What follows belongs to an exercise in optimizing a design on an open flow for small area, a short achievable clock period and few clock cycles per item; a production flow would make more cautious choices.
The RTL was checked by simulation tests, not by an equivalence proof against the original design.
No activity file was given, so power comes from the tool's default toggle rates.

Setup of nickel:
Design aluTop, start of the top module:
module aluTop (
	input  logic        clk,
	input  logic        rstN,
	input  logic        start,
	input  logic [15:0] a,
	input  logic [15:0] b,
	input  logic [3:0]  op,
	output logic        done,
	output logic [31:0] result,
	output logic [1:0]  error
);
Settings: LEC_CHECK=0, CAP_MARGIN=20, CORE_MARGIN=2, CORE_UTILIZATION=65, SLEW_MARGIN=20, SYNTH_HIERARCHICAL=1, SYNTH_MINIMUM_KEEP_SIZE=0; clock period 28.0 ns.
standard.sh (not shown) runs the stock make flow with config.mk's settings and CLKGATE_MAP_FILE= SYNTH_SCRIPT=/design/flow/synth_recipe.tcl, a recipe that flattens the netlist after the stock synthesis.
==> flow/flow/run.sh <==
#!/bin/bash
# Standard ORFS layout with these changes to how it is made (the clock period and
# the constraints are unchanged):
#  - the resizer's setup repair aims for a margin below the clock period, by sizing only;
#  - clock tree synthesis clusters more sinks per buffer and adds no dummy loads;
#  - the port buffers start as buf_2 (the resizer may still size them).
set -euo pipefail
export SETUP_SLACK_MARGIN=21.3
export SETUP_MOVE_SEQUENCE="unbuffer,size_down,sizeup,swap"
export CTS_ARGS="-sink_clustering_enable -repair_clock_nets -sink_clustering_size 30 -sink_clustering_max_diameter 80 -dont_use_dummy_load"
export BUFFER_PORTS_ARGS="-buffer_cell sky130_fd_sc_hd__buf_2"
bash standard.sh > standard_flow.log 2>&1
Having completed the whole flow, nickel delivered a layout that passed the timing, DRC and antenna checks.
Testbench counts of nickel, summed over its fixed seeds: cycles 8,040, items 8,000.
#### Input delta (pepper over nickel)
--- a/flow/flow/run.sh
+++ b/flow/flow/run.sh
@@ -3,3 +3,3 @@
 # the constraints are unchanged):
-#  - the resizer's setup repair aims for a margin below the clock period, by sizing only;
+#  - the resizer's setup repair aims for a margin below the clock period;
 #  - clock tree synthesis clusters more sinks per buffer and adds no dummy loads;
@@ -7,4 +7,3 @@
 set -euo pipefail
-export SETUP_SLACK_MARGIN=21.3
-export SETUP_MOVE_SEQUENCE="unbuffer,size_down,sizeup,swap"
+export SETUP_SLACK_MARGIN=21.5
 export CTS_ARGS="-sink_clustering_enable -repair_clock_nets -sink_clustering_size 30 -sink_clustering_max_diameter 80 -dont_use_dummy_load"
==> results.txt <==
pepper: PASS, flow complete, no timing, DRC or antenna violations. The share of the cycle needed by the critical path after routing reported for pepper is smaller than that of nickel by 0.42 points. Relative to nickel, cell area after layout has increased by about 1.8% in pepper. Compared with nickel, in pepper combinational cell fraction of total power picked up an extra 0.4 points; multi-input gate count neither gained nor lost much; number of CTS-inserted buffers lost 1.
Here is what was changed in the inputs of raven compared with pepper.
--- a/flow/flow/run.sh
+++ b/flow/flow/run.sh
@@ -7,4 +7,4 @@
 set -euo pipefail
-export SETUP_SLACK_MARGIN=21.5
-export CTS_ARGS="-sink_clustering_enable -repair_clock_nets -sink_clustering_size 30 -sink_clustering_max_diameter 80 -dont_use_dummy_load"
+export SETUP_SLACK_MARGIN=21.3
+export CTS_ARGS="-sink_clustering_enable -repair_clock_nets -sink_clustering_size 25 -sink_clustering_max_diameter 60 -dont_use_dummy_load"
 export BUFFER_PORTS_ARGS="-buffer_cell sky130_fd_sc_hd__buf_2"
Findings:
Compared with pepper, raven shows area overhead of the layout relative to synthesis lower by 1.1 points. Number of fill cells in the layout in raven is 0.64% higher than in pepper. Against pepper as the reference, raven delivers a higher sequential share of cell area. Between raven and pepper, the highest achievable clock rate figures differ only marginally. Min total wire length after detailed routing across pepper and raven: raven.
Modified inputs, xenon compared to raven
--- a/flow/flow/run.sh
+++ b/flow/flow/run.sh
@@ -8,3 +8,3 @@
 export SETUP_SLACK_MARGIN=21.3
-export CTS_ARGS="-sink_clustering_enable -repair_clock_nets -sink_clustering_size 25 -sink_clustering_max_diameter 60 -dont_use_dummy_load"
+export CTS_ARGS="-sink_clustering_enable -repair_clock_nets -sink_clustering_size 30 -sink_clustering_max_diameter 80 -dont_use_dummy_load"
 export BUFFER_PORTS_ARGS="-buffer_cell sky130_fd_sc_hd__buf_2"
Results
- xenon vs. raven: global-route wire length before repair now smaller; signed area change from the synthesized netlist to the final layout went down by 0.64 points; instance count along the most critical hold path comparable.
- xenon vs. raven: total design power has decreased, final critical-path setup slack has decreased.
- xenon and raven ended up with roughly the same global routing usage on met1.
- Going from raven to xenon, non-clock buffer count grows by 2.

Another version of the RTL of aluTop (not shown whole).
Size: ~210 flip-flops, roughly 74 I/O pins.
==> flow/design.v (excerpt) <==
module aluTop (
	input  logic        clk,
	input  logic        rstN,
	input  logic        start,
	input  logic [15:0] a,
	input  logic [15:0] b,
	input  logic [3:0]  op,
	output logic        done,
	output logic [31:0] result,
	output logic [1:0]  error
);
clock: 28.0 ns
lec_check: 0
abc_area: 1
cap_margin: 20
core_margin: 2
core_utilization: 65
slew_margin: 20
synth_hierarchical: 1
synth_minimum_keep_size: 0
==> flow/flow/run.sh <==
#!/bin/bash
# Standard ORFS layout with these changes to how it is made (the clock period and
# the constraints are unchanged):
#  - the resizer's setup repair aims for a margin below the clock period;
#  - clock tree synthesis clusters more sinks per buffer and adds no dummy loads;
#  - the port buffers start as buf_2 (the resizer may still size them).
set -euo pipefail
export SETUP_SLACK_MARGIN=21.3
export CTS_ARGS="-sink_clustering_enable -repair_clock_nets -sink_clustering_size 30 -sink_clustering_max_diameter 80 -dont_use_dummy_load"
export BUFFER_PORTS_ARGS="-buffer_cell sky130_fd_sc_hd__buf_2"
bash standard.sh > standard_flow.log 2>&1
The baseline completed with no timing, DRC or antenna violations.
Testbench counts at the start, summed over its fixed seeds: cycles 8,032, items 8,000.
Then changed:
--- a/flow/flow/run.sh
+++ b/flow/flow/run.sh
@@ -7,3 +7,3 @@
 set -euo pipefail
-export SETUP_SLACK_MARGIN=21.3
+export SETUP_SLACK_MARGIN=21.4
 export CTS_ARGS="-sink_clustering_enable -repair_clock_nets -sink_clustering_size 30 -sink_clustering_max_diameter 80 -dont_use_dummy_load"
After rerunning:
- combinational power stays flat
- synthesized cell count is unchanged
- cell area rose by about 0.5%
Then changed:
--- a/flow/flow/run.sh
+++ b/flow/flow/run.sh
@@ -3,3 +3,3 @@
 # the constraints are unchanged):
-#  - the resizer's setup repair aims for a margin below the clock period;
+#  - the resizer's setup repair aims for a margin below the clock period, by sizing only;
 #  - clock tree synthesis clusters more sinks per buffer and adds no dummy loads;
@@ -8,2 +8,3 @@
 export SETUP_SLACK_MARGIN=21.4
+export SETUP_MOVE_SEQUENCE="unbuffer,size_down,sizeup,swap"
 export CTS_ARGS="-sink_clustering_enable -repair_clock_nets -sink_clustering_size 30 -sink_clustering_max_diameter 80 -dont_use_dummy_load"
Result: The new run ran to the end with no violations. Global-route usage does not change. Hold slack is about the same. Synthesized cell count stays the same. Flip-flop and latch count is unchanged. Sequential share of layout area increases by 0.10 points. Worst setup slack barely changes. Register-to-register slack loses 0.11 ns. Cell area stays flat. Synthesized area is unchanged.

== build 27 ==
aluTop with an RTL version that a note above also has.
Size: about 1900 cells after synthesis, roughly 0.019 sq mm of cells after synthesis.
export LEC_CHECK = 0
export CAP_MARGIN = 20
export CORE_MARGIN = 2
export CORE_UTILIZATION = 65
export SLEW_MARGIN = 20
export SYNTH_HIERARCHICAL = 1
export SYNTH_MINIMUM_KEEP_SIZE = 0
create_clock -name core_clock -period 28.0 [get_ports {clk}]
==> flow/flow/run.sh <==
#!/bin/bash
# Standard ORFS layout with these changes to how it is made (the clock period and
# the constraints are unchanged):
#  - the resizer's setup repair aims for a margin below the clock period;
#  - clock tree synthesis clusters more sinks per buffer and adds no dummy loads;
#  - the port buffers start as buf_2 (the resizer may still size them).
set -euo pipefail
export SETUP_SLACK_MARGIN=21.3
export CTS_ARGS="-sink_clustering_enable -repair_clock_nets -sink_clustering_size 30 -sink_clustering_max_diameter 80 -dont_use_dummy_load -sink_clustering_levels 1"
export BUFFER_PORTS_ARGS="-buffer_cell sky130_fd_sc_hd__buf_2"
bash standard.sh > standard_flow.log 2>&1
Testbench counts of build 27, summed over its fixed seeds: cycles 8,040, items 8,000.
Inputs modified between build 27 and build 93:
diff --git a/flow/flow/run.sh b/flow/flow/run.sh
--- a/flow/flow/run.sh
+++ b/flow/flow/run.sh
@@ -9 +9 @@
-export CTS_ARGS="-sink_clustering_enable -repair_clock_nets -sink_clustering_size 30 -sink_clustering_max_diameter 80 -dont_use_dummy_load -sink_clustering_levels 1"
+export CTS_ARGS="-repair_clock_nets -dont_use_dummy_load"
==> results.txt <==
- Diff build 93..build 27 | number of buffer and inverter instances along the worst setup path | unchanged
- For the area growth from synthesis to final layout, build 93 came in 4.4 points higher than build 27 did.
- Setup slack in build 93 is 0.0042 ns lower than in build 27
- Cmp build 93 vs build 27: minimum clock period higher in build 93
- The final layouts of build 93 and build 27 pass the timing, DRC and antenna checks.
- Number of non-clock buffers delta for build 93 relative to build 27: about 3% higher
- | number of diodes | build 93 vs build 27 | 2 higher |
- Looking at share of final-layout standard cells stronger than drive strength 1, build 93 sits above build 27.
- Build 27 -> build 93: internal power contribution increased by more than 10%
- In terms of post-synth net total, build 93 and build 27 differ only marginally.
[inputs] build 29 vs build 93
diff --git a/flow/flow/run.sh b/flow/flow/run.sh
--- a/flow/flow/run.sh
+++ b/flow/flow/run.sh
@@ -8,2 +8,2 @@
-export SETUP_SLACK_MARGIN=21.3
-export CTS_ARGS="-repair_clock_nets -dont_use_dummy_load"
+export SETUP_SLACK_MARGIN=21.4
+export CTS_ARGS="-sink_clustering_enable -repair_clock_nets -sink_clustering_size 30 -sink_clustering_max_diameter 80 -dont_use_dummy_load"
Notes after the runs:
- Compared with build 93, build 29 shows a lower met2 track demand over resource.
- Any difference in I/O pin total between build 93 and build 29 is small enough to ignore.
- Against build 93, build 29 comes in 32 lower on number of clock buffers inserted by TritonCTS.
What build 65 does differently from build 29 at the input level:
diff --git a/flow/flow/run.sh b/flow/flow/run.sh
--- a/flow/flow/run.sh
+++ b/flow/flow/run.sh
@@ -8,2 +8,2 @@
-export SETUP_SLACK_MARGIN=21.4
-export CTS_ARGS="-sink_clustering_enable -repair_clock_nets -sink_clustering_size 30 -sink_clustering_max_diameter 80 -dont_use_dummy_load"
+export SETUP_SLACK_MARGIN=21.3
+export CTS_ARGS="-sink_clustering_enable -repair_clock_nets -sink_clustering_size 40 -sink_clustering_max_diameter 80 -dont_use_dummy_load"
Findings:
Of the two values seen for master of the slowest instance on the critical path, sky130_fd_sc_hd__dfxtp_2 was produced by build 29 and sky130_fd_sc_hd__dfxtp_1 by build 65.
Build 29 and build 65 ended up with nearly the same design area.
Diff build 29 -> build 65: count of non-CTS buffers in the layout down about 2.3%, final routed wirelength across all metal layers flat, total power flat.

==> separate check: timing with driven ports <==
How much do the figures lean on ideal ports? The routed layouts below were timed once more, with nothing changed but the port constraints. Step 1 (the two cells are an assumption about what drives the block):
set clk [get_ports {clk}]
set_driving_cell -lib_cell sky130_fd_sc_hd__clkbuf_16 $clk
set_driving_cell -lib_cell sky130_fd_sc_hd__buf_2 [delete_from_list [all_inputs] $clk]
Step 2, shift: input delay + t, output delay - t, t = (earliest + latest rising clock arrival at the registers) / 2. This alone moves slack from input paths to output paths. Slacks: no drivers / after step 1 / after step 2; pairs: no drivers / after step 1.
run	t (ns)	setup slack, ns	worst hold slack (ns)	worst setup path at the end
nickel	0.542	21.319 / 21.319 / 21.319	0.287 / 0.287 / 0.287	register to register
pepper	0.542	21.437 / 21.386 / 21.424	0.324 / 0.324 / 0.324	input to register
raven	0.557	21.436 / 21.387 / 21.330	0.291 / 0.291 / 0.291	input to register
xenon	0.542	21.407 / 21.357 / 21.414	0.290 / 0.290 / 0.290	input to register
the first run of note 2	0.539	21.389 / 21.337 / 21.059	0.303 / 0.303 / 0.303	input to register
the second run of note 2	0.539	21.437 / 21.384 / 21.089	0.303 / 0.303 / 0.303	input to register
the third run of note 2	0.539	21.434 / 21.381 / 21.082	0.303 / 0.303 / 0.303	input to register
build 27	0.542	21.407 / 21.357 / 21.414	0.290 / 0.290 / 0.290	input to register
build 93	0.611	21.403 / 21.351 / 21.334	0.298 / 0.298 / 0.298	input to register
build 29	0.547	21.440 / 21.387 / 21.365	0.331 / 0.331 / 0.331	input to register
build 65	0.546	21.425 / 21.372 / 21.403	0.254 / 0.254 / 0.254	input to register
After both steps setup and hold are still met in every run listed. For the third run of note 2, which loses most, drivers alone change the setup slack by -0.053 ns; drivers and shift together by -0.352 ns.
